This design comes from an exercise in tuning for a short achievable clock period and few clock cycles on the open sky130 flow, not from production work.
At most, simulation tests tie the RTL to the original design; equivalence was not proved.
No functional check of the RTL was part of run 1.
No activity file was given, so power comes from the tool's default toggle rates.

[flow/config.mk]
export PLATFORM = sky130hd
export DESIGN_NAME = mips_core
export DESIGN_NICKNAME = mips_core
export VERILOG_FILES = /design/flow/design.v
export SDC_FILE = /design/flow/constraint.sdc
export NUM_CORES = 4
export LEC_CHECK = 0
export ABC_CLOCK_PERIOD_IN_PS = 4000
export CAP_MARGIN = 20
export CORE_MARGIN = 2
export CORE_UTILIZATION = 40
export GPL_TIMING_DRIVEN = 1
export SETUP_SLACK_MARGIN = 5
export SLEW_MARGIN = 20
[flow/constraint.sdc]
create_clock -name core_clock -period 11.5 [get_ports {clk}]
set_input_delay 2.3000 -clock core_clock [delete_from_list [all_inputs] [get_ports {clk}]]
set_output_delay 2.3000 -clock core_clock [all_outputs]
set_load 0.01 [all_outputs]
[flow/design.v]
package mips_pkg;
    typedef logic [32-1:0] word_t;
    typedef logic [4:0]            reg_addr_t;
    typedef enum logic [5:0] {
        OP_RTYPE = 6'h00,
        OP_J     = 6'h02,
        OP_JAL   = 6'h03,
        OP_BEQ   = 6'h04,
        OP_ADDI  = 6'h08,
        OP_LW    = 6'h23,
        OP_SW    = 6'h2b
    } opcode_t;
    typedef enum logic [5:0] {
        FN_JR  = 6'h08,
        FN_ADD = 6'h20,
        FN_SUB = 6'h22,
        FN_AND = 6'h24,
        FN_OR  = 6'h25,
        FN_SLT = 6'h2a
    } funct_t;
    typedef enum logic [2:0] {
        ALU_ADD = 3'd0,
        ALU_SUB = 3'd1,
        ALU_AND = 3'd2,
        ALU_OR  = 3'd3,
        ALU_SLT = 3'd4
    } alu_op_t;
    typedef struct packed {
        opcode_t   opcode;
        reg_addr_t rs;
        reg_addr_t rt;
        reg_addr_t rd;
        logic [4:0] shamt;
        funct_t    funct;
    } r_fmt_t;
    typedef struct packed {
        opcode_t     opcode;
        reg_addr_t   rs;
        reg_addr_t   rt;
        logic [15:0] imm16;
    } i_fmt_t;
    typedef struct packed {
        opcode_t     opcode;
        logic [25:0] target26;
    } j_fmt_t;
    typedef union packed {
        r_fmt_t r_fmt;
        i_fmt_t i_fmt;
        j_fmt_t j_fmt;
    } instr_t;
endpackage
`timescale 1ns/1ps
module instr_decoder (
    input  mips_pkg::instr_t  instr,
    output logic              reg_write,   
    output logic [4:0]        dst,         
    output logic              alu_src,     
    output logic              mem_read,
    output logic              mem_write,
    output logic              branch,
    output logic              jump,        
    output logic              link,        
    output logic              jump_reg,    
    output logic              sel_sum,     
    output logic              sel_and,
    output logic              sel_or,
    output logic              sel_slt,
    output logic              sel_b,       
    output logic              invert_b,    
    output mips_pkg::word_t   imm_ext
);
    logic [5:0] op;
    logic [5:0] fn;
    logic       rtype;
    logic       r_add, r_sub, r_and, r_or, r_slt, r_jr;
    logic       i_addi, i_lw, i_sw, i_beq, i_j, i_jal;
    assign op = instr.r_fmt.opcode;
    assign fn = instr.r_fmt.funct;
    assign rtype  = (op == mips_pkg::OP_RTYPE);
    assign r_add  = rtype & (fn == mips_pkg::FN_ADD);
    assign r_sub  = rtype & (fn == mips_pkg::FN_SUB);
    assign r_and  = rtype & (fn == mips_pkg::FN_AND);
    assign r_or   = rtype & (fn == mips_pkg::FN_OR);
    assign r_slt  = rtype & (fn == mips_pkg::FN_SLT);
    assign r_jr   = rtype & (fn == mips_pkg::FN_JR);
    assign i_addi = (op == mips_pkg::OP_ADDI);
    assign i_lw   = (op == mips_pkg::OP_LW);
    assign i_sw   = (op == mips_pkg::OP_SW);
    assign i_beq  = (op == mips_pkg::OP_BEQ);
    assign i_j    = (op == mips_pkg::OP_J);
    assign i_jal  = (op == mips_pkg::OP_JAL);
    assign imm_ext = {{(32-16){instr.i_fmt.imm16[15]}}, instr.i_fmt.imm16};
    assign dst = i_jal ? 5'd31 :
                 rtype ? instr.r_fmt.rd : instr.r_fmt.rt;
    assign reg_write = (r_add | r_sub | r_and | r_or | r_slt | i_addi | i_lw | i_jal) & (dst != 5'd0);
    assign alu_src   = i_addi | i_lw | i_sw;
    assign mem_read  = i_lw;
    assign mem_write = i_sw;
    assign branch    = i_beq;
    assign jump      = i_j | i_jal;
    assign link      = i_jal;
    assign jump_reg  = r_jr;
    assign sel_sum   = r_add | r_sub | i_addi;
    assign sel_and   = r_and;
    assign sel_or    = r_or;
    assign sel_slt   = r_slt;
    assign sel_b     = i_jal;
    assign invert_b  = r_sub | r_slt;
endmodule
`timescale 1ns/1ps
module register_file (
    input  logic                clk,
    input  logic                rst_n,
    input  logic                we,
    input  mips_pkg::reg_addr_t raddr1,
    input  mips_pkg::reg_addr_t raddr2,
    input  mips_pkg::reg_addr_t waddr,
    input  mips_pkg::word_t     wdata,
    output mips_pkg::word_t     rdata1,
    output mips_pkg::word_t     rdata2
);
    logic [32-1:0] regs [1:32-1];
    always_ff @(posedge clk) begin
        if (rst_n) begin
            for (int i = 1; i < 32; i++) begin
                regs[i] <= '0;
            end
        end else if (we) begin
            for (int i = 1; i < 32; i++) begin
                if (waddr == 5'(i)) regs[i] <= wdata;
            end
        end
    end
    always_comb begin
        rdata1 = '0;
        rdata2 = '0;
        for (int i = 1; i < 32; i++) begin
            if (raddr1 == 5'(i)) rdata1 = regs[i];
            if (raddr2 == 5'(i)) rdata2 = regs[i];
        end
    end
endmodule
`timescale 1ns/1ps
module alu (
    input  logic              sel_sum,
    input  logic              sel_and,
    input  logic              sel_or,
    input  logic              sel_slt,
    input  logic              sel_b,
    input  logic              cin,
    input  mips_pkg::word_t   a_in,
    input  mips_pkg::word_t   b_in,
    output mips_pkg::word_t   result
);
    mips_pkg::word_t sum;
    logic            lt_signed;
    assign sum = a_in + b_in + {31'd0, cin};
    assign lt_signed = (a_in[31] == b_in[31]) ? a_in[31] : sum[31];
    assign result = ({32{sel_sum}} & sum)
                  | ({32{sel_and}} & (a_in & b_in))
                  | ({32{sel_or}}  & (a_in | b_in))
                  | ({32{sel_b}}   & b_in)
                  | {{(32-1){1'b0}}, sel_slt & lt_signed};
endmodule
`timescale 1ns/1ps
module pc_unit (
    input  logic            clk,
    input  logic            rst_n,
    input  logic            redirect,        
    input  mips_pkg::word_t redirect_pc,
    input  logic            take_branch,     
    input  logic            jump,            
    input  logic            jump_reg,        
    input  logic [25:0]     target26,
    input  mips_pkg::word_t imm_ext,
    input  mips_pkg::word_t rs_data,
    output mips_pkg::word_t pc,
    output mips_pkg::word_t pc_plus4,
    output mips_pkg::word_t branch_target
);
    mips_pkg::word_t jump_target;
    mips_pkg::word_t pc_next;
    assign pc_plus4      = pc + 32'd4;
    assign branch_target = pc_plus4 + {imm_ext[32-3:0], 2'b00};
    assign jump_target   = {pc_plus4[32-1 -: 4], target26, 2'b00};
    always_comb begin
        if (redirect) begin
            pc_next = redirect_pc;
        end else if (jump_reg) begin
            pc_next = rs_data;
        end else if (jump) begin
            pc_next = jump_target;
        end else if (take_branch) begin
            pc_next = branch_target;
        end else begin
            pc_next = pc_plus4;
        end
    end
    always_ff @(posedge clk) begin
        if (rst_n) begin
            pc <= 32'h0000_0000;
        end else begin
            pc <= pc_next;
        end
    end
endmodule
`timescale 1ns/1ps
module mips_core (
    input  logic                     clk,
    input  logic                     rst_n,
    input  mips_pkg::word_t          ir,
    input  mips_pkg::word_t          read_data_mem,
    output mips_pkg::word_t          ir_addr,
    output logic                     cen,
    output logic                     wen,
    output logic                     oen,
    output logic [7-1:0] a,
    output mips_pkg::word_t          mem_wdata
);
    mips_pkg::instr_t    instr;
    logic      f_we;
    logic [4:0] f_dst;
    logic      f_alu_src;
    logic      f_lw;
    logic      f_sw;
    logic      f_beq;
    logic      f_jump;
    logic      f_link;
    logic      f_jr;
    logic      f_sel_sum;
    logic      f_sel_and;
    logic      f_sel_or;
    logic      f_sel_slt;
    logic      f_sel_b;
    logic      f_inv_b;
    mips_pkg::word_t     imm_ext;
    mips_pkg::word_t     rf_rs;
    mips_pkg::word_t     rf_rt;
    mips_pkg::word_t     rs_data;
    mips_pkg::word_t     rt_data;
    mips_pkg::word_t     b_data;
    mips_pkg::word_t     pc;
    mips_pkg::word_t     pc_plus4;
    mips_pkg::word_t     branch_target;
    logic      f_take;
    logic      redirect;
    logic      f_kill;
    logic      x_we;
    logic [4:0] x_dst;
    logic      x_lw;
    logic      x_sw;
    logic      x_sel_sum;
    logic      x_sel_and;
    logic      x_sel_or;
    logic      x_sel_slt;
    logic      x_sel_b;
    logic      x_cin;
    mips_pkg::word_t     x_a;
    mips_pkg::word_t     x_b;
    mips_pkg::word_t     x_st;
    mips_pkg::word_t     x_alu;
    mips_pkg::word_t     x_result;
    logic [8:0]          x_addr;
    assign instr = ir;
    instr_decoder u_instr_decoder (
        .instr     (instr),
        .reg_write (f_we),
        .dst       (f_dst),
        .alu_src   (f_alu_src),
        .mem_read  (f_lw),
        .mem_write (f_sw),
        .branch    (f_beq),
        .jump      (f_jump),
        .link      (f_link),
        .jump_reg  (f_jr),
        .sel_sum   (f_sel_sum),
        .sel_and   (f_sel_and),
        .sel_or    (f_sel_or),
        .sel_slt   (f_sel_slt),
        .sel_b     (f_sel_b),
        .invert_b  (f_inv_b),
        .imm_ext   (imm_ext)
    );
    register_file u_register_file (
        .clk    (clk),
        .rst_n  (rst_n),
        .we     (x_we),
        .raddr1 (instr.r_fmt.rs),
        .raddr2 (instr.r_fmt.rt),
        .waddr  (x_dst),
        .wdata  (x_result),
        .rdata1 (rf_rs),
        .rdata2 (rf_rt)
    );
    assign rs_data = (x_we && x_dst == instr.r_fmt.rs) ? x_result : rf_rs;
    assign rt_data = (x_we && x_dst == instr.r_fmt.rt) ? x_result : rf_rt;
    assign b_data = f_sel_b ? pc_plus4 : (f_alu_src ? imm_ext : rt_data);
    assign f_take   = f_beq && (rs_data == rt_data);
    assign redirect = 1'b0;
    assign f_kill   = 1'b0;
    pc_unit u_pc_unit (
        .clk           (clk),
        .rst_n         (rst_n),
        .redirect      (1'b0),
        .redirect_pc   ('0),
        .take_branch   (f_take),
        .jump          (f_jump),
        .jump_reg      (f_jr),
        .target26      (instr.j_fmt.target26),
        .imm_ext       (imm_ext),
        .rs_data       (rs_data),
        .pc            (pc),
        .pc_plus4      (pc_plus4),
        .branch_target (branch_target)
    );
    assign ir_addr = pc;
    always_ff @(posedge clk) begin
        if (rst_n || f_kill) begin
            x_we <= 1'b0;
            x_lw <= 1'b0;
            x_sw <= 1'b0;
        end else begin
            x_we <= f_we;
            x_lw <= f_lw;
            x_sw <= f_sw;
        end
        x_dst     <= f_dst;
        x_sel_sum <= f_sel_sum;
        x_sel_and <= f_sel_and;
        x_sel_or  <= f_sel_or;
        x_sel_slt <= f_sel_slt;
        x_sel_b   <= f_sel_b;
        x_cin     <= f_inv_b;
        x_a       <= rs_data;
        x_b       <= f_inv_b ? ~b_data : b_data;
        x_st      <= rt_data;
    end
    alu u_alu (
        .sel_sum (x_sel_sum),
        .sel_and (x_sel_and),
        .sel_or  (x_sel_or),
        .sel_slt (x_sel_slt),
        .sel_b   (x_sel_b),
        .cin     (x_cin),
        .a_in    (x_a),
        .b_in    (x_b),
        .result  (x_alu)
    );
    assign x_result = x_lw ? read_data_mem : x_alu;
    assign x_addr    = x_a[8:0] + x_b[8:0];
    assign cen       = ~((x_lw | x_sw) & ~rst_n);
    assign wen       = ~(x_sw & ~rst_n);
    assign oen       = 1'b0;
    assign a         = x_addr[7+1:2];
    assign mem_wdata = x_st;
endmodule
[flow/run.sh]
#!/bin/bash
# synth_recipe.tcl (not shown) runs the flow's synth.tcl, then flattens the netlist and writes it again
# the make line also repeats each setting of config.mk as NAME=value (left out here)
make -C /OpenROAD-flow-scripts/flow DESIGN_CONFIG=/design/flow/config.mk WORK_HOME=/design/flow/orfs CLKGATE_MAP_FILE= SYNTH_SCRIPT=/design/flow/synth_recipe.tcl finish
==> flow_summary.ini, run 1 <==
[status]
status = timing/DRC/antenna clean

[clock_network]
worst_setup_hold_path_clk_slew_ns = 0.06
htree_levels = 4
clock_sink_count = 1134
cts_tree = done
ctsHoldBuffers = 0
numCtsBuffers = 135
cts-root-buf = clkbuf_16
clk-insertion-delay-late_ns = 0.86
cts.path.max_buffers = 3

[job]
maximum_capacitance_violations = 0

[worst_setup_path]
crit_path_cell_trace = buf_12 > nand2_1 > buf_6 > nor2_2 > buf_4 > a22oi_1 > nand4_1 > a211o_1 > and3_1 > o21ai_0 > nand4_1 > nor4_4 > buf_6 > mux2_2 > o21ai_0
timing.critical_path.arrival_ns = 7.63
cp-start-kind = input port
critical_path_required_ns = 12.27
cp_top_family = simple AND/OR/NAND/NOR gates
timing.setup.critical_path_class = in2reg
worst_path_largest_cell_delay_ns = 0.98
critPathMaxFanout = 23
cp.buffers_inverters = 4
cpMaxStageDelayCell = a22oi_1
cp-end-kind = register

[yosys]
syn-cell-area_mm2 = 0.06206
synth-seq-area-share = 0.3658
yosys_register_bits = 1134
synthesis.yosys.warnings = 4
synth_enable_flop_cells = 0
fraction_of_post_synthesis_cell_area_in_the_top_cell_type_by_area = 0.3658
synth_area_leader_cell = dfxtp_1
synth_nets = 8535
synth.area.top_cells = dfxtp_1, nand2_1, a21oi_1
synth_top_flop_cell = dfxtp_1
async_reset_ff_frac = 0
syn-instance-count = 8372
synthDistinctLibCells = 101
synth.avg_cell_area_um2 = 7.413

[placed_design]
dp_cells = 10140
gp_congestion = 1.125
port_buffers = 138
dpl.hpwl_um = 332300

[sta]
setup-violations-final = 0
timing_hold_violations_final = 0
max-slew-margin-rel = 0.1379
fin_crit_sh = 0.5963
clock.fmax_mhz = 145.8
finClkSkew_ns = 0.04965
setup_total_negative_slack_ns = 0
hold_slack_ns = 0.4638
finalCriticalPeriod_ns = 6.858
rsz0062_at_grt = yes
tightest_slew_ns = 1.293
timing.final.max_slew_violations = 0

[finish]
area_growth_syn_to_layout_pct = 20.19
instances_no_fill = 10590
multi_input_comb_area_mm2 = 0.03817
layout.cells.most_common = nand2_1
fill_cells = 15160
nNetsFinal = 8546
final_util = 0.4842
final_cell_mix = nand2_1, dfxtp_1, a21oi_1
regArea_mm2 = 0.02270
drive_above_1_share = 0.1317

[detailed_routing]
vias = 79600
route.detailed.vias_per_inst = 7.518
dr.first_iter.drc_count = 16990
final_antenna_net_count = 0
detail_route.first_pass.iterations = 12
route.detailed.drc = 0
post_drt_wl_per_cell_um = 46.52
finalWirelength_um = 492600

[grt]
overflow = 0
top_usage_layer = met2
number_of_global_route_vias_before_repair = 69210
global_route.usage.total = 0.5958
grt.met1_usage = 0.6976
global_route.usage.met2 = 0.7595
groute.layer.met3.usage = 0.3563
first_pass_grt_wire_length_um = 640300
pin_count_of_the_biggest_net_entering_global_routing = 205
antenna_found_initial = 55

[power]
power_leakage_uw = 0.02553
total_power_uw = 9827
worst_vdd_ir_mv = 0.1540
powerDensity_mw_per_mm2 = 131.7

[floorplanning]
placementRows = 144
start_util = 0.4029
design.portCount = 140
floorplan.die.height_um = 397.9
die_area_mm2 = 0.1583
core_area_mm2 = 0.1540
fp.dieW_um = 397.9

[worst_hold_path]
hold_path_class = reg2reg
cell usage after synthesis, types with 23 or more instances:
cell	count
nand2_1	1781
dfxtp_1	1134
a21oi_1	1040
nor2_1	721
clkbuf_1	555
a22oi_1	458
a211oi_1	258
o21ai_0	211
nand3_1	194
inv_1	130
buf_2	117
nand4_1	111
and3_1	106
nor3_1	98
ha_1	94
xnor2_1	89
mux2i_1	81
a22o_1	77
nand2b_1	77
o211ai_1	67
o22ai_1	63
a221oi_1	60
nor2b_1	50
a2111oi_0	45
xor2_1	45
mux2_2	42
buf_1	36
a31oi_1	35
nor4_1	32
a21o_1	31
o21a_1	26
nand3b_1	24
and4_1	23
what timing repair did:
action | CTS | global route
buffers inserted | 122 | 15
pin swaps | 53 | 39
setup endpoints to repair | 36 | 30
gates resized for setup | 295 | 102
cloned | 12 | 2
power by group:
group	internal, µW	switching [µW]
clock	2700	2070
combinational	296	783
sequential	3950	27.9
total	6950	2880
logic make-up after synthesis:
group,count (synthesis),share of synthesized area
AND/OR/NAND/NOR,3365,0.2380
AO/OA/AOI/OAI,2649,0.2788
flip-flops,1134,0.3658
buffers and inverters,863,0.05588
XOR/XNOR,134,0.01891
multiplexers,129,0.02262
adder cells (fa/ha/maj),97,0.01992
other,1,0.00006042
worst min-delay path, stage by stage (launching register included):
cell,delay (ns)
dfxtp_1,0.31
nand2_1,0.05
a21oi_1,0.05
flip-flops by register name (all words and copies together), names as in the netlist, 5 cells and up:
register              count
u_register_file.regs    992
x_st                     32
x_dst                     5
x_a                      32
x_b                      32
u_pc_unit.pc             32
path summary, 6_finish.rpt:
| check | startpoint | endpoint | slack [ns] | cells past startpoint |
|---|---|---|---|---|
| worst min register to register | u_register_file.regs[29][15] | u_register_file.regs[29][15] | 0.46 | 2 |
| worst max register to register | x_b[0] | u_pc_unit.pc[9] | 5.33 | 19 |
| worst min-delay path | u_register_file.regs[29][15] | u_register_file.regs[29][15] | 0.46 | 2 |
| worst max-delay path | ir[22] | u_pc_unit.pc[9] | 4.64 | 15 |
stage by stage:
step	setup WS [ns]	area (µm²)
after floorplan	5.103	62060
after CTS	5.000	73760
final	4.642	74600
after global routing	4.978	74480
after global placement	1.987	66200
after detailed placement	2.549	66260
cell type report:
class,instances,share of cell area
Sequential cell,1134,0.3043
Clock inverter,61,0.01374
Inverter,132,0.006642
Timing Repair Buffer,600,0.07617
Antenna cell,55,0.001845
Multi-Input combinational cell,6380,0.5117
Clock buffer,182,0.05127
Tap cell,2044,0.03428
per-layer routing:
metal	wire length (µm)	up-vias
met3	89320	2638
li1	-	30040
met2	178800	8956
met5	1346	-
met4	52110	57
met1	171000	37910
==> inputs of run 2 (changes only) <==
--- a/flow/design.v
+++ b/flow/design.v
@@ -117,7 +117,8 @@
     input  mips_pkg::reg_addr_t waddr,
     input  mips_pkg::word_t     wdata,
     output mips_pkg::word_t     rdata1,
-    output mips_pkg::word_t     rdata2
+    output mips_pkg::word_t     rdata2,
+    output logic                rzero1    
 );
     logic [32-1:0] regs [1:32-1];
     always_ff @(posedge clk) begin
@@ -134,9 +135,11 @@
     always_comb begin
         rdata1 = '0;
         rdata2 = '0;
+        rzero1 = 1'b1;
         for (int i = 1; i < 32; i++) begin
             if (raddr1 == 5'(i)) rdata1 = regs[i];
             if (raddr2 == 5'(i)) rdata2 = regs[i];
+            if (raddr1 == 5'(i)) rzero1 = (regs[i] == '0);
         end
     end
 endmodule
@@ -147,15 +150,17 @@
     input  logic              sel_or,
     input  logic              sel_slt,
     input  logic              sel_b,
-    input  logic              cin,
+    input  logic              sub,       
     input  mips_pkg::word_t   a_in,
     input  mips_pkg::word_t   b_in,
     output mips_pkg::word_t   result
 );
+    mips_pkg::word_t b_add;
     mips_pkg::word_t sum;
     logic            lt_signed;
-    assign sum = a_in + b_in + {31'd0, cin};
-    assign lt_signed = (a_in[31] == b_in[31]) ? a_in[31] : sum[31];
+    assign b_add = sub ? ~b_in : b_in;
+    assign sum   = a_in + b_add + {31'd0, sub};
+    assign lt_signed = (a_in[31] != b_in[31]) ? a_in[31] : sum[31];
     assign result = ({32{sel_sum}} & sum)
                   | ({32{sel_and}} & (a_in & b_in))
                   | ({32{sel_or}}  & (a_in | b_in))
@@ -170,38 +175,42 @@
     input  mips_pkg::word_t redirect_pc,
     input  logic            take_branch,     
     input  logic            jump,            
+    input  logic            link,            
     input  logic            jump_reg,        
     input  logic [25:0]     target26,
     input  mips_pkg::word_t imm_ext,
-    input  mips_pkg::word_t rs_data,
     output mips_pkg::word_t pc,
     output mips_pkg::word_t pc_plus4,
-    output mips_pkg::word_t branch_target
+    output mips_pkg::word_t branch_target,
+    output mips_pkg::word_t ret_guess        
 );
     mips_pkg::word_t jump_target;
+    mips_pkg::word_t pc_other;
     mips_pkg::word_t pc_next;
     assign pc_plus4      = pc + 32'd4;
     assign branch_target = pc_plus4 + {imm_ext[32-3:0], 2'b00};
     assign jump_target   = {pc_plus4[32-1 -: 4], target26, 2'b00};
     always_comb begin
         if (redirect) begin
-            pc_next = redirect_pc;
-        end else if (jump_reg) begin
-            pc_next = rs_data;
+            pc_other = redirect_pc;
         end else if (jump) begin
-            pc_next = jump_target;
-        end else if (take_branch) begin
-            pc_next = branch_target;
+            pc_other = jump_target;
+        end else if (jump_reg) begin
+            pc_other = ret_guess;
         end else begin
-            pc_next = pc_plus4;
+            pc_other = pc_plus4;
         end
     end
+    assign pc_next = (take_branch && !redirect) ? branch_target : pc_other;
     always_ff @(posedge clk) begin
         if (rst_n) begin
             pc <= 32'h0000_0000;
         end else begin
             pc <= pc_next;
         end
+        if (link && !redirect) begin
+            ret_guess <= pc_plus4;
+        end
     end
 endmodule
 `timescale 1ns/1ps
@@ -232,34 +241,47 @@
     logic      f_sel_or;
     logic      f_sel_slt;
     logic      f_sel_b;
-    logic      f_inv_b;
+    logic      f_sub;
     mips_pkg::word_t     imm_ext;
     mips_pkg::word_t     rf_rs;
     mips_pkg::word_t     rf_rt;
+    logic                rf_rs_zero;
+    logic                fwd_rs;
+    logic                fwd_rt;
     mips_pkg::word_t     rs_data;
     mips_pkg::word_t     rt_data;
+    logic                rs_zero;
     mips_pkg::word_t     b_data;
     mips_pkg::word_t     pc;
     mips_pkg::word_t     pc_plus4;
     mips_pkg::word_t     branch_target;
+    mips_pkg::word_t     ret_guess;
+    logic      f_same;
+    logic      f_vs_r0;
     logic      f_take;
+    logic      f_guess;
     logic      redirect;
-    logic      f_kill;
+    mips_pkg::word_t     redirect_pc;
     logic      x_we;
     logic [4:0] x_dst;
     logic      x_lw;
     logic      x_sw;
+    logic      x_br;
+    logic      x_jr;
     logic      x_sel_sum;
     logic      x_sel_and;
     logic      x_sel_or;
     logic      x_sel_slt;
     logic      x_sel_b;
-    logic      x_cin;
+    logic      x_sub;
     mips_pkg::word_t     x_a;
     mips_pkg::word_t     x_b;
     mips_pkg::word_t     x_st;
+    mips_pkg::word_t     x_target;
     mips_pkg::word_t     x_alu;
     mips_pkg::word_t     x_result;
+    logic                x_result_zero;
+    logic                x_eq;
     logic [8:0]          x_addr;
     assign instr = ir;
     instr_decoder u_instr_decoder (
@@ -278,7 +300,7 @@
         .sel_or    (f_sel_or),
         .sel_slt   (f_sel_slt),
         .sel_b     (f_sel_b),
-        .invert_b  (f_inv_b),
+        .invert_b  (f_sub),
         .imm_ext   (imm_ext)
     );
     register_file u_register_file (
@@ -290,39 +312,57 @@
         .waddr  (x_dst),
         .wdata  (x_result),
         .rdata1 (rf_rs),
-        .rdata2 (rf_rt)
+        .rdata2 (rf_rt),
+        .rzero1 (rf_rs_zero)
     );
-    assign rs_data = (x_we && x_dst == instr.r_fmt.rs) ? x_result : rf_rs;
-    assign rt_data = (x_we && x_dst == instr.r_fmt.rt) ? x_result : rf_rt;
-    assign b_data = f_sel_b ? pc_plus4 : (f_alu_src ? imm_ext : rt_data);
-    assign f_take   = f_beq && (rs_data == rt_data);
-    assign redirect = 1'b0;
-    assign f_kill   = 1'b0;
+    assign fwd_rs  = x_we && (x_dst == instr.r_fmt.rs);
+    assign fwd_rt  = x_we && (x_dst == instr.r_fmt.rt);
+    assign rs_data = fwd_rs ? x_result : rf_rs;
+    assign rt_data = fwd_rt ? x_result : rf_rt;
+    assign rs_zero = fwd_rs ? x_result_zero : rf_rs_zero;
+    always_comb begin
+        if (f_link)         b_data = pc_plus4;
+        else if (f_jr)      b_data = ret_guess;
+        else if (f_alu_src) b_data = imm_ext;
+        else                b_data = rt_data;
+    end
+    assign f_same  = (instr.r_fmt.rs == instr.r_fmt.rt);
+    assign f_vs_r0 = (instr.r_fmt.rt == 5'd0);
+    assign f_take  = f_beq && (f_same || (f_vs_r0 && rs_zero));
+    assign f_guess = f_beq && !f_same && !f_vs_r0;
     pc_unit u_pc_unit (
         .clk           (clk),
         .rst_n         (rst_n),
-        .redirect      (1'b0),
-        .redirect_pc   ('0),
+        .redirect      (redirect),
+        .redirect_pc   (redirect_pc),
         .take_branch   (f_take),
         .jump          (f_jump),
+        .link          (f_link),
         .jump_reg      (f_jr),
         .target26      (instr.j_fmt.target26),
         .imm_ext       (imm_ext),
-        .rs_data       (rs_data),
         .pc            (pc),
         .pc_plus4      (pc_plus4),
-        .branch_target (branch_target)
+        .branch_target (branch_target),
+        .ret_guess     (ret_guess)
     );
     assign ir_addr = pc;
+    assign x_eq        = (x_a == x_b);
+    assign redirect    = (x_br && x_eq) || (x_jr && !x_eq);
+    assign redirect_pc = x_jr ? x_a : x_target;
     always_ff @(posedge clk) begin
-        if (rst_n || f_kill) begin
+        if (rst_n || redirect) begin
             x_we <= 1'b0;
             x_lw <= 1'b0;
             x_sw <= 1'b0;
+            x_br <= 1'b0;
+            x_jr <= 1'b0;
         end else begin
             x_we <= f_we;
             x_lw <= f_lw;
             x_sw <= f_sw;
+            x_br <= f_guess;
+            x_jr <= f_jr;
         end
         x_dst     <= f_dst;
         x_sel_sum <= f_sel_sum;
@@ -330,10 +370,11 @@
         x_sel_or  <= f_sel_or;
         x_sel_slt <= f_sel_slt;
         x_sel_b   <= f_sel_b;
-        x_cin     <= f_inv_b;
+        x_sub     <= f_sub;
         x_a       <= rs_data;
-        x_b       <= f_inv_b ? ~b_data : b_data;
+        x_b       <= b_data;
         x_st      <= rt_data;
+        x_target  <= branch_target;
     end
     alu u_alu (
         .sel_sum (x_sel_sum),
@@ -341,12 +382,13 @@
         .sel_or  (x_sel_or),
         .sel_slt (x_sel_slt),
         .sel_b   (x_sel_b),
-        .cin     (x_cin),
+        .sub     (x_sub),
         .a_in    (x_a),
         .b_in    (x_b),
         .result  (x_alu)
     );
-    assign x_result = x_lw ? read_data_mem : x_alu;
+    assign x_result      = x_lw ? read_data_mem : x_alu;
+    assign x_result_zero = (x_result == '0);
     assign x_addr    = x_a[8:0] + x_b[8:0];
     assign cen       = ~((x_lw | x_sw) & ~rst_n);
     assign wen       = ~(x_sw & ~rst_n);
==> flow/flow/run.sh (new file) <==
#!/bin/bash
set -euo pipefail
bash standard.sh SETUP_SLACK_MARGIN=6.6 finish > standard_flow.log 2>&1
==> flow/standard.sh (new file) <==
#!/bin/bash
# synth_recipe.tcl (not shown) runs the flow's synth.tcl, then flattens the netlist and writes it again
# the make line also repeats each setting of config.mk as NAME=value (left out here)
make -C /OpenROAD-flow-scripts/flow DESIGN_CONFIG=/design/flow/config.mk WORK_HOME=/design/flow/orfs CLKGATE_MAP_FILE= SYNTH_SCRIPT=/design/flow/synth_recipe.tcl "${@:-finish}"
--- a/flow/config.mk
+++ b/flow/config.mk
@@ -8,7 +8,6 @@
 export ABC_CLOCK_PERIOD_IN_PS = 4000
 export CAP_MARGIN = 20
 export CORE_MARGIN = 2
-export CORE_UTILIZATION = 40
+export CORE_UTILIZATION = 30
 export GPL_TIMING_DRIVEN = 1
-export SETUP_SLACK_MARGIN = 5
 export SLEW_MARGIN = 20
removed: flow/run.sh
==> run 2 against run 1 <==
Net effect: clock power about the same; power grew 6.4%; first-iteration DRC count down 36%; clock skew decreased by 0.0057 ns; still clean on timing, DRC and antenna; sequential power rose by 9.5%; fmax is 24% higher; area after synthesis increased by 3.2%.
==> flow_summary.ini, run 2 <==
[status]
status = timing/DRC/antenna clean

[yosys]
netlist_top_cells_count = nor2_1, dfxtp_1, nand2_1, a21oi_1, clkbuf_1
synthesis.yosys.warnings = 4
synthDistinctLibCells = 101
fraction_of_post_synthesis_cell_area_in_the_top_cell_type_by_area = 0.3651
synth-seq-area-share = 0.3801
synth.area.top_cells = dfxtp_1, nor2_1, a211oi_1
synth_top_flop_cell = dfxtp_1
synth_nets = 8454
async_reset_ff_frac = 0
yosys_register_bits = 1200
synth.avg_cell_area_um2 = 7.751
synth_enable_flop_cells = 32
synth_area_leader_cell = dfxtp_1
syn-cell-area_mm2 = 0.06404
post-synth-top-count-cell = nor2_1
syn-instance-count = 8262

[grt]
pin_count_of_the_biggest_net_entering_global_routing = 144
first_pass_grt_wire_length_um = 594700
global_route.usage.total = 0.3910
overflow = 0
antenna_found_initial = 20
number_of_global_route_vias_before_repair = 68180

[clock_network]
htree_levels = 4
ctsHoldBuffers = 0
cts_tree = done
clock_sink_count = 1200
clk-insertion-delay-late_ns = 0.85
worst_setup_hold_path_clk_slew_ns = 0.06
cts.path.max_buffers = 3
cts-root-buf = clkbuf_16
numCtsBuffers = 144

[placed_design]
dpl.hpwl_um = 321100
port_buffers = 138
placedInstanceArea_mm2 = 0.06893
dp_cells = 10770
gp_congestion = 1.034
worst_setup_slack_before_clock_tree_synthesis_ns = 3.729

[worst_setup_path]
cp-end-kind = primary output
cp-start-kind = register
timing.critical_path.arrival_ns = 3.22
critPathMaxFanout = 3
critical_path_required_ns = 9.20
timing.setup.critical_path_class = reg2out

[sta]
rsz0062_at_grt = yes
finalCriticalPeriod_ns = 5.516
setup_slack_of_the_critical_path_after_layout_ns = 5.984
setup_total_negative_slack_ns = 0
tightest_slew_ns = 1.222
setup-violations-final = 0
timing_hold_violations_final = 0
finClkSkew_ns = 0.04398
clock.fmax_mhz = 181.3
timing.final.max_slew_violations = 0
fin_crit_sh = 0.4797
max-slew-margin-rel = 0.1794

[detailed_routing]
route.detailed.drc = 0
detail_route.first_pass.iterations = 12
finalWirelength_um = 447000
post_drt_wl_per_cell_um = 39.76
route.detailed.vias_per_inst = 6.579
final_antenna_net_count = 0
vias = 73970
dr.first_iter.drc_count = 10880

[power]
powerDensity_mw_per_mm2 = 131.5
total_power_uw = 10450
power_leakage_uw = 0.02705
worst_vdd_ir_mv = 0.1645

[finish]
instances_no_fill = 11240
largest_register_ffs = 992
nNetsFinal = 8488
fill_cells = 21930
finalInstanceArea_mm2 = 0.07945
area_growth_syn_to_layout_pct = 24.07
regMostFlops = u_register_file.regs
drive_above_1_share = 0.1552
layout.cells.most_common = nor2_1
final_cell_mix = nor2_1, dfxtp_1, nand2_1

[floorplanning]
placementRows = 169
die_area_mm2 = 0.2172
floorplan.die.height_um = 466.0
start_util = 0.3019
fp.dieW_um = 466.0
core_area_mm2 = 0.2121
design.portCount = 140

[job]
maximum_capacitance_violations = 0

[worst_hold_path]
hold_path_class = reg2reg
## run 2: cell types whose count changed in the layout (fill, tap and decap cells not counted), moves of 42 or more
cell / before / now
nor4_1: 18 / 253
a211oi_1: 248 / 612
nand3_1: 187 / 108
a21oi_1: 1020 / 709
nand2b_1: 71 / 20
buf_4: 382 / 302
diode_2: 55 / 13
xnor2_1: 85 / 40
nand2_1: 1762 / 905
a22oi_1: 444 / 267
o21ai_0: 199 / 259
o22ai_1: 60 / 167
and3_1: 105 / 41
nor2_1: 626 / 1222
## run 2: metal layers
metal | share of wire | global-route usage | up-vias
met1 | 0.35 | 0.4422 | 35970
li1 | - | - | 30690
met5 | 0.00065 | 0 | -
met2 | 0.44 | 0.6249 | 5411
met4 | 0.11 | 0.3333 | 14
met3 | 0.094 | 0.08780 | 1893
## run 2: power by group
| part | switching [µW] | total, µW | leakage (µW) | internal (µW) |
|---|---|---|---|---|
| sequential | 129 | 4360 | 0.00971 | 4230 |
| combinational | 853 | 1290 | 0.0150 | 442 |
| clock | 2050 | 4790 | 0.00233 | 2740 |
| total | 3030 | 10500 | 0.0270 | 7420 |
## run 2: worst max-delay path, cell delays in order, from the launching register on
cell and delay, ns:
dfxtp_4 0.43, inv_4 0.05, ha_4 0.23, a21oi_4 0.18
nor2b_2 0.06, o21a_1 0.19, o21a_1 0.20, o21a_1 0.19
o21a_1 0.21, o21a_1 0.20, nor2_2 0.13, xnor2_2 0.14
buf_2 0.16
## run 2: repair_timing
| action | 4_1_cts | 5_1_grt |
|---|---|---|
| setup endpoints to repair | 358 | 155 |
| cloned | 12 | 13 |
| resized for setup | 591 | 286 |
| pin swaps | 86 | 119 |
| setup buffers | 99 | 78 |
## run 2: cells by family after synthesis
group | Yosys count | share of synthesized area
AOI/OAI and AO/OA | 2779 | 0.2935
xor gates and xnor gates | 120 | 0.01641
adders and majority gates | 126 | 0.02485
buffers and inverters | 838 | 0.04986
DFF | 1200 | 0.3801
muxes | 168 | 0.02935
other | 1 | 0.00005856
and+or+nand+nor | 3030 | 0.2059
## run 2: final timing paths
kind	startpoint	endpoint	slack, ns	depth (start not counted)
worst min-delay path	u_pc_unit.pc[1]	x_target[1]	0.44	0
worst max register to register	x_sub	u_pc_unit.pc[14]	6.73	17
worst min register to register	u_pc_unit.pc[1]	x_target[1]	0.44	0
worst max-delay path	x_a[1]	a[6]	5.98	12
## run 2: cell type report
cell class | count | area, µm² | area share
Antenna cell | 13 | 32.53 | 0.0004094
Clock buffer | 206 | 4130 | 0.05198
Clock inverter | 53 | 669.4 | 0.008425
Inverter | 137 | 538.0 | 0.006772
Multi-Input combinational cell | 6227 | 39850 | 0.5016
Sequential cell | 1200 | 24370 | 0.3067
Tap cell | 2821 | 3530 | 0.04442
Timing Repair Buffer | 586 | 6331 | 0.07968
## run 2: through the flow
step	utilization	hold WS (ns)
after floorplan	-	0.3731
after global placement	0.3249	0.4056
after detailed placement	0.3250	0.4203
after CTS	0.3634	0.4314
after global routing	0.3746	0.4536
final	0.3746	0.4411
Testbench counts of run 2, summed over its fixed seeds: cycles 29,102.
==> inputs of run 3 (changes only) <==
--- a/flow/design.v
+++ b/flow/design.v
@@ -167,6 +167,15 @@
                   | ({32{sel_b}}   & b_in)
                   | {{(32-1){1'b0}}, sel_slt & lt_signed};
 endmodule
+module addr_adder (
+    input  logic [8:0] base,
+    input  logic [8:0] offset,
+    output logic [6:0] addr
+);
+    logic [8:0] sum;
+    assign sum  = base + offset;
+    assign addr = sum[8:2];
+endmodule
 `timescale 1ns/1ps
 module pc_unit (
     input  logic            clk,
@@ -282,7 +291,7 @@
     mips_pkg::word_t     x_result;
     logic                x_result_zero;
     logic                x_eq;
-    logic [8:0]          x_addr;
+    logic [6:0]          x_addr;
     assign instr = ir;
     instr_decoder u_instr_decoder (
         .instr     (instr),
@@ -389,10 +398,14 @@
     );
     assign x_result      = x_lw ? read_data_mem : x_alu;
     assign x_result_zero = (x_result == '0);
-    assign x_addr    = x_a[8:0] + x_b[8:0];
+    addr_adder u_addr (
+        .base   (x_a[8:0]),
+        .offset (x_b[8:0]),
+        .addr   (x_addr)
+    );
     assign cen       = ~((x_lw | x_sw) & ~rst_n);
     assign wen       = ~(x_sw & ~rst_n);
     assign oen       = 1'b0;
-    assign a         = x_addr[7+1:2];
+    assign a         = x_addr;
     assign mem_wdata = x_st;
 endmodule
--- a/flow/config.mk
+++ b/flow/config.mk
@@ -5,9 +5,9 @@
 export SDC_FILE = /design/flow/constraint.sdc
 export NUM_CORES = 4
 export LEC_CHECK = 0
-export ABC_CLOCK_PERIOD_IN_PS = 4000
 export CAP_MARGIN = 20
 export CORE_MARGIN = 2
 export CORE_UTILIZATION = 30
 export GPL_TIMING_DRIVEN = 1
 export SLEW_MARGIN = 20
+export SYNTH_HIERARCHICAL = 1
==> run 3 against run 2 <==
Net effect: still clean; sequential share of layout area down 2.3 points; combinational power up 45%; sequential cell count unchanged; setup slack better by 0.23 ns; synthesized cell count up 14%; clock power up 6.1%; largest cell class unchanged.
==> flow_summary.ini, run 3 <==
[status]
status = timing/DRC/antenna clean

[worst_setup_path]
critical_path_required_ns = 12.22
cp-start-kind = input port
r2r_setup_slack_ns = 6.49
crit_path_end = x_a[21]
timing.critical_path.from = ir[21]
timing.setup.critical_path_class = in2reg
timing.critical_path.arrival_ns = 6.01
r2r_end = u_pc_unit.pc[28]
worst_r2r_path_depth = 23
timing.rr.start = x_a[8]
cp-end-kind = register
critPathMaxFanout = 27

[grt]
antenna_found_initial = 50
global_route.usage.total = 0.4581
first_pass_grt_wire_length_um = 726500
pin_count_of_the_biggest_net_entering_global_routing = 189
number_of_global_route_vias_before_repair = 75750
overflow = 0

[power]
switching_power_uw = 3578
power_leakage_uw = 0.02979
power.switching_fraction = 0.3159
worst_vdd_ir_mv = 0.1591
pwr-share-comb = 0.165
clock_power_share = 0.449
internal_power_uw = 7747
powerDensity_mw_per_mm2 = 131.5
seq_power_share = 0.386

[placed_design]
port_buffers = 138
gp_congestion = 1.093
worst_setup_slack_before_clock_tree_synthesis_ns = 3.081
dpl.hpwl_um = 386400

[floorplanning]
die_area_mm2 = 0.2328
design.portCount = 140
floorplan.die.height_um = 482.5
placementRows = 175
fp.dieW_um = 482.5
start_util = 0.3020
core_area_mm2 = 0.2275

[clock_network]
numCtsBuffers = 150
clock_sink_count = 1200
clk-insertion-delay-late_ns = 0.90
htree_levels = 4
worst_setup_hold_path_clk_slew_ns = 0.06
cts_tree = done
ctsHoldBuffers = 0
cts.path.max_buffers = 3
cts-root-buf = clkbuf_16

[finish]
multi_input_comb_area_mm2 = 0.04437
area_growth_syn_to_layout_pct = 25.38
regArea_mm2 = 0.02440
regMostFlops = u_register_file.regs
nNetsFinal = 9584
layout.cells.most_common = nand2_1
fill_cells = 23410
final_cell_mix = nand2_1, a21oi_1, dfxtp_1
final_util = 0.3786
drive_above_1_share = 0.1731
largest_register_ffs = 992

[yosys]
post-synth-top-count-cell = nand2_1
async_reset_ff_frac = 0
synthDistinctLibCells = 121
synth.avg_cell_area_um2 = 7.309
netlist_top_cells_count = nand2_1, a21oi_1, dfxtp_1, clkbuf_1, nor2_1
synthesis.yosys.warnings = 10
synth_nets = 9550
synth_enable_flop_cells = 32
yosys_register_bits = 1200
synth.mux.area_fraction = 0.05674
synth-seq-area-share = 0.3544
yosys.area_share.adder = 0.01570
syn-cell-area_mm2 = 0.06869
synth_compound_gate_area_share = 0.2600
synth_area_leader_cell = dfxtp_1
fraction_of_post_synthesis_cell_area_in_the_top_cell_type_by_area = 0.3404
synth_top_family_by_area = compound AO/OA/AOI/OAI gates
synth_top_flop_cell = dfxtp_1
synthXorXnorAreaFrac = 0.02115
syn-instance-count = 9399
synth.area.top_cells = dfxtp_1, nand2_1, a21oi_1
fraction_of_the_mapped_netlist_area_in_simple_logic_gates = 0.2313

[detailed_routing]
post_drt_wl_per_cell_um = 44.14
route.detailed.vias_per_inst = 6.696
detail_route.first_pass.iterations = 9
dr.first_iter.drc_count = 13800
final_antenna_net_count = 0
route.detailed.drc = 0
finalWirelength_um = 555700
vias = 84310

[sta]
timing.final.max_slew_violations = 0
setup_total_negative_slack_ns = 0
setup-violations-final = 0
max-slew-margin-rel = 0.1716
finalCriticalPeriod_ns = 5.291
finClkSkew_ns = 0.04716
rsz0062_at_grt = yes
tightest_slew_ns = 1.231
clock.fmax_mhz = 189.0
fin_crit_sh = 0.4601
hold_slack_ns = 0.4304
timing_hold_violations_final = 0
setup_slack_of_the_critical_path_after_layout_ns = 6.209

[job]
maximum_capacitance_violations = 0

[worst_hold_path]
hold_path_class = reg2reg
==> run 3: metrics by stage <==
step                      cell area [µm²]  total power, µW  cells
after floorplan                     69010             5102   9399
after detailed placement            72900             5888  12000
after CTS                           83830            11130  12460
final                               86130            11320  12590
after global routing                86060            11480  12560
after global placement              72840             5895  12000
==> run 3: power groups by stage <==
stage / sequential, µW / clock [µW] / combinational [µW]
detailed placement: 4460 / 0 / 1430
finish: 4370 / 5080 / 1870
global route: 4370 / 5240 / 1870
global placement: 4460 / 0 / 1430
CTS: 4360 / 5080 / 1680
floorplan: 4380 / 0 / 719
==> run 3: final cells by class <==
type	count	area share
Sequential cell	1200	0.2833
Timing Repair inverter	1	0.0001307
Clock buffer	203	0.04978
Inverter	149	0.007234
Clock inverter	66	0.009820
Multi-Input combinational cell	7218	0.5152
Timing Repair Buffer	713	0.08992
Tap cell	3009	0.04371
Antenna cell	32	0.0009297
==> run 3: cell families (layout without fill, tap and decap cells) <==
kind of cell,after synthesis,in the layout
adder cells (fa/ha/maj),85,85
AND/OR/NAND/NOR,3660,3661
buffers and inverters,982,1132
flip-flops,1200,1200
multiplexers,352,352
XOR/XNOR,165,165
AO/OA/AOI/OAI,2954,2954
other,1,33
==> run 3: how the worst min path moves through the flow <==
| stage | startpoint | to | slack (ns) | cells past startpoint |
|---|---|---|---|---|
| final | u_pc_unit.pc[0] | x_target[0] | 0.43 | 0 |
| after CTS | u_pc_unit.pc[0] | x_target[0] | 0.43 | 0 |
| after global placement | u_pc_unit.pc[0] | x_target[0] | 0.42 | 0 |
| after floorplan | u_pc_unit.pc[0] | x_target[0] | 0.37 | 0 |
| after detailed placement | u_pc_unit.pc[0] | x_target[0] | 0.42 | 0 |
| after global routing | u_pc_unit.pc[0] | x_target[0] | 0.45 | 0 |
==> run 3: timing repair <==
| item | 4_1_cts | 5_1_grt |
|---|---|---|
| resized for setup | 784 | 282 |
| pin swaps | 110 | 118 |
| gates cloned | 30 | 6 |
| setup endpoints to repair | 701 | 129 |
| buffers inserted | 163 | 89 |
==> run 3: Yosys stat by module (local to each module, per instance) <==
module         cell area [µm²]  flops+latches  copies in the design
addr_adder               312.8              0                     1
pc_unit                   5279             64                     1
instr_decoder            573.0              0                     1
register_file            53450            992                     1
alu                       2989              0                     1
mips_core                 6088            144                     1
==> run 3: routing by layer <==
layer  up-vias  routed length [µm]  global-route usage
met1     41930              214700              0.5827
li1      33690                   -                   -
met5         -                 381            0.001634
met4        30               48090              0.3119
met3      1743               70570              0.1568
met2      6915              222000              0.6476
==> run 3: worst max-delay path, stage by stage <==
cell and delay [ns]:
buf_16 0.17, buf_16 0.20, or2_4 0.31, buf_6 0.34, nor2_4 0.04, buf_4 0.29
a22oi_1 0.20, nand2_1 0.13, a2111oi_0 0.97, o21ai_0 0.38, o22a_1 0.37, nor2_1 0.15
a21oi_1 0.05
Testbench counts of run 3, summed over its fixed seeds: cycles 29,102.
==> inputs of run 4 (changes only) <==
==> flow/flow/run.sh (replaced) <==
#!/bin/bash
set -euo pipefail
bash standard.sh SETUP_SLACK_MARGIN=7.2 finish > standard_flow.log 2>&1
==> run 4 against run 3 <==
Net effect: area after synthesis unchanged; register-to-register slack worse by 0.06 ns; setup slack improved by 0.17 ns; power rose by 1.9%; worst hold slack improved by 0.037 ns; die area stayed put; via count is 3.5% higher; critical endpoint is now x_b[14]; largest cell class unchanged; largest power group unchanged.
==> flow_summary.ini, run 4 <==
[grt]
first_pass_grt_wire_length_um = 765400
global_route.usage.total = 0.4859
overflow = 0
antenna_found_initial = 61
number_of_global_route_vias_before_repair = 78940
pin_count_of_the_biggest_net_entering_global_routing = 167

[sta]
timing.final.max_slew_violations = 0
tightest_slew_ns = 1.277
finalCriticalPeriod_ns = 5.124
setup_total_negative_slack_ns = 0
clock.fmax_mhz = 195.1
fin_crit_sh = 0.4456
max-slew-margin-rel = 0.1458
setup_slack_of_the_critical_path_after_layout_ns = 6.376
rsz0062_at_grt = yes
timing_hold_violations_final = 0
finClkSkew_ns = 0.04415
setup-violations-final = 0

[detailed_routing]
dr.first_iter.drc_count = 14890
post_drt_wl_per_cell_um = 45.89
post_route_m1_wl_um = 219700
final_antenna_net_count = 0
finalWirelength_um = 591100
met3_length_um = 77700
wl_met2_um = 237600
highest_metal_layer_with_signal_wires = met5
route.detailed.drc = 0
vias = 87310
detail_route.first_pass.iterations = 9
route.detailed.vias_per_inst = 6.778

[floorplanning]
start_util = 0.3020
floorplan.die.height_um = 482.5
fp.dieW_um = 482.5
die_area_mm2 = 0.2328
design.portCount = 140
core_area_mm2 = 0.2275
placementRows = 175

[power]
total_power_uw = 11540
power_leakage_uw = 0.03273
worst_vdd_ir_mv = 0.1552
powerDensity_mw_per_mm2 = 123.2

[yosys]
synth_enable_flop_cells = 32
post-synth-top-count-cell = nand2_1
syn-cell-area_mm2 = 0.06869
synth_area_leader_cell = dfxtp_1
synth_top_flop_cell = dfxtp_1
synth_nets = 9550
yosys_register_bits = 1200
netlist_top_cells_count = nand2_1, a21oi_1, dfxtp_1, clkbuf_1, nor2_1
synthDistinctLibCells = 121
async_reset_ff_frac = 0
synth.avg_cell_area_um2 = 7.309
fraction_of_post_synthesis_cell_area_in_the_top_cell_type_by_area = 0.3404
synthesis.yosys.warnings = 10
synth-seq-area-share = 0.3544
syn-instance-count = 9399
synth.area.top_cells = dfxtp_1, nand2_1, a21oi_1

[finish]
area_growth_syn_to_layout_pct = 36.42
multi_input_comb_area_mm2 = 0.04768
largest_register_ffs = 992
regMostFlops = u_register_file.regs
layout.cells.most_common = nand2_1
regArea_mm2 = 0.02441
fill_cells = 22980
drive_above_1_share = 0.2346
final_cell_mix = nand2_1, a21oi_1, dfxtp_1
nNetsFinal = 9878

[placed_design]
gp_congestion = 1.073
port_buffers = 138
dpl.hpwl_um = 399500
worst_setup_slack_before_clock_tree_synthesis_ns = 3.274

[worst_setup_path]
timing.setup.critical_path_class = in2reg
critPathMaxFanout = 7
critical_path_required_ns = 12.20
cp-end-kind = register
worst_path_largest_cell_delay_ns = 0.83
cp-start-kind = input port
cpMaxStageDelayCell = o211ai_1
timing.critical_path.arrival_ns = 5.82
crit_path_cell_trace = buf_16 > buf_16 > buf_8 > nor3b_4 > buf_12 > nand2_4 > o211ai_1 > o2111ai_4 > a31oi_4 > a2bb2oi_4 > o32ai_4 > mux2i_2 > a21oi_1
worst_path_most_repeated_cell = buf_16

[clock_network]
cts.path.max_buffers = 3
ctsHoldBuffers = 0
cts_tree = done
cts-root-buf = clkbuf_16
worst_setup_hold_path_clk_slew_ns = 0.06
htree_levels = 4
clock_sink_count = 1200
clk-insertion-delay-late_ns = 0.88
numCtsBuffers = 148

[worst_hold_path]
hold_path_class = reg2reg

[status]
status = timing/DRC/antenna clean

[job]
maximum_capacitance_violations = 0
run 4: layer usage:
layer  track usage  up-vias
li1              -    34370
met1        0.5997    43460
met2        0.6916     7392
met3        0.1745     2050
met4        0.3558       32
met5             0        -
run 4: logic make-up after synthesis:
family	count (synthesis)	synth area share
simple gates	3660	0.2313
compound gates	2954	0.2600
flops	1200	0.3544
buf+inv	982	0.06071
mux	352	0.05674
xor+xnor	165	0.02115
fa+ha+maj	85	0.01570
other cells	1	0.00005459
run 4: modules after synthesis (local to each module, per instance):
module         cells inside  flip-flops and latches  cell area [µm²]  times used
mips_core               642                     144             6088           1
addr_adder               36                       0            312.8           1
alu                     458                       0             2989           1
instr_decoder            88                       0            573.0           1
pc_unit                 604                      64             5279           1
register_file          7571                     992            53450           1
run 4: per-stage QoR:
stage | area (µm²) | utilization | hold WS [ns] | std cells
4_1_cts | 89760 | 0.3946 | 0.4580 | 12680
6_report | 93710 | 0.4119 | 0.4670 | 12880
2_1_floorplan | 69350 | - | 0.3741 | 9399
3_3_place_gp | 73110 | 0.3214 | 0.4404 | 12010
5_1_grt | 93660 | 0.4117 | 0.4616 | 12860
3_5_place_dp | 73170 | 0.3216 | 0.4509 | 12020
run 4: worst max-delay path: cells and delay by family:
kind	cells	cell delay [ns]
AND/OR/NAND/NOR	2	0.29
buffers and inverters	4	0.62
multiplexers	1	0.24
AO/OA/AOI/OAI	6	2.34
run 4: path summary, 6_finish.rpt:
kind	slack, ns	endpoint	cells past startpoint	startpoint
worst min-delay path	0.47	x_target[1]	0	u_pc_unit.pc[1]
worst max register to register	6.43	u_pc_unit.pc[19]	10	x_a[31]
worst max-delay path	6.38	x_b[14]	13	ir[19]
worst min register to register	0.47	x_target[1]	0	u_pc_unit.pc[1]
run 4: what timing repair did:
action / CTS / global route
endpoints found under the hold margin: 0 / 0
gates cloned: 60 / 10
buffers inserted: 335 / 163
pin swaps: 323 / 355
gates resized for setup: 1556 / 468
setup endpoints to repair: 1033 / 687
run 4: cell type report:
class / count / area share
Sequential cell: 1200 / 0.2605
Tap cell: 3009 / 0.04018
Multi-Input combinational cell: 7219 / 0.5088
Timing Repair Buffer: 1009 / 0.1304
Inverter: 149 / 0.006850
Antenna cell: 24 / 0.0006409
Clock inverter: 64 / 0.007544
Clock buffer: 206 / 0.04510
run 4: power breakdown:
group / total, µW / switching (µW) / internal (µW)
Clock: 4970 / 2220 / 2750
Combinational: 2210 / 1440 / 769
Sequential: 4360 / 125 / 4240

[afterwards: timing with drivers on the ports]
No port has a modelled driver above. Below, the same layouts with a new extraction and two added sets of constraints. Step 1, drivers: a clkbuf_16 drives clk and a buf_2 each remaining input, both assumed. Step 2, shift: input delay + t, output delay - t, t = (earliest + latest rising clock arrival at the registers) / 2. This alone moves slack from input paths to output paths. a / b / c = ideal ports / drivers / drivers and shift; a / b = the first two.
| run | shift t [ns] | setup slack, ns | worst setup path at the end | clock arrival spread, ns |
|---|---|---|---|---|
| run 1 | 0.930 | 4.642 / 4.640 / 3.710 | input to register | 0.060 / 0.060 |
| run 2 | 0.927 | 5.984 / 5.881 / 5.437 | input to register | 0.044 / 0.044 |
| run 3 | 0.965 | 6.209 / 6.032 / 5.068 | input to register | 0.061 / 0.061 |
| run 4 | 0.964 | 6.376 / 5.956 / 5.050 | input to register | 0.044 / 0.045 |
After both steps every run listed still meets setup and hold. The setup slack of run 4, which loses most, moves by -0.420 ns with the drivers and by -1.326 ns with both steps.
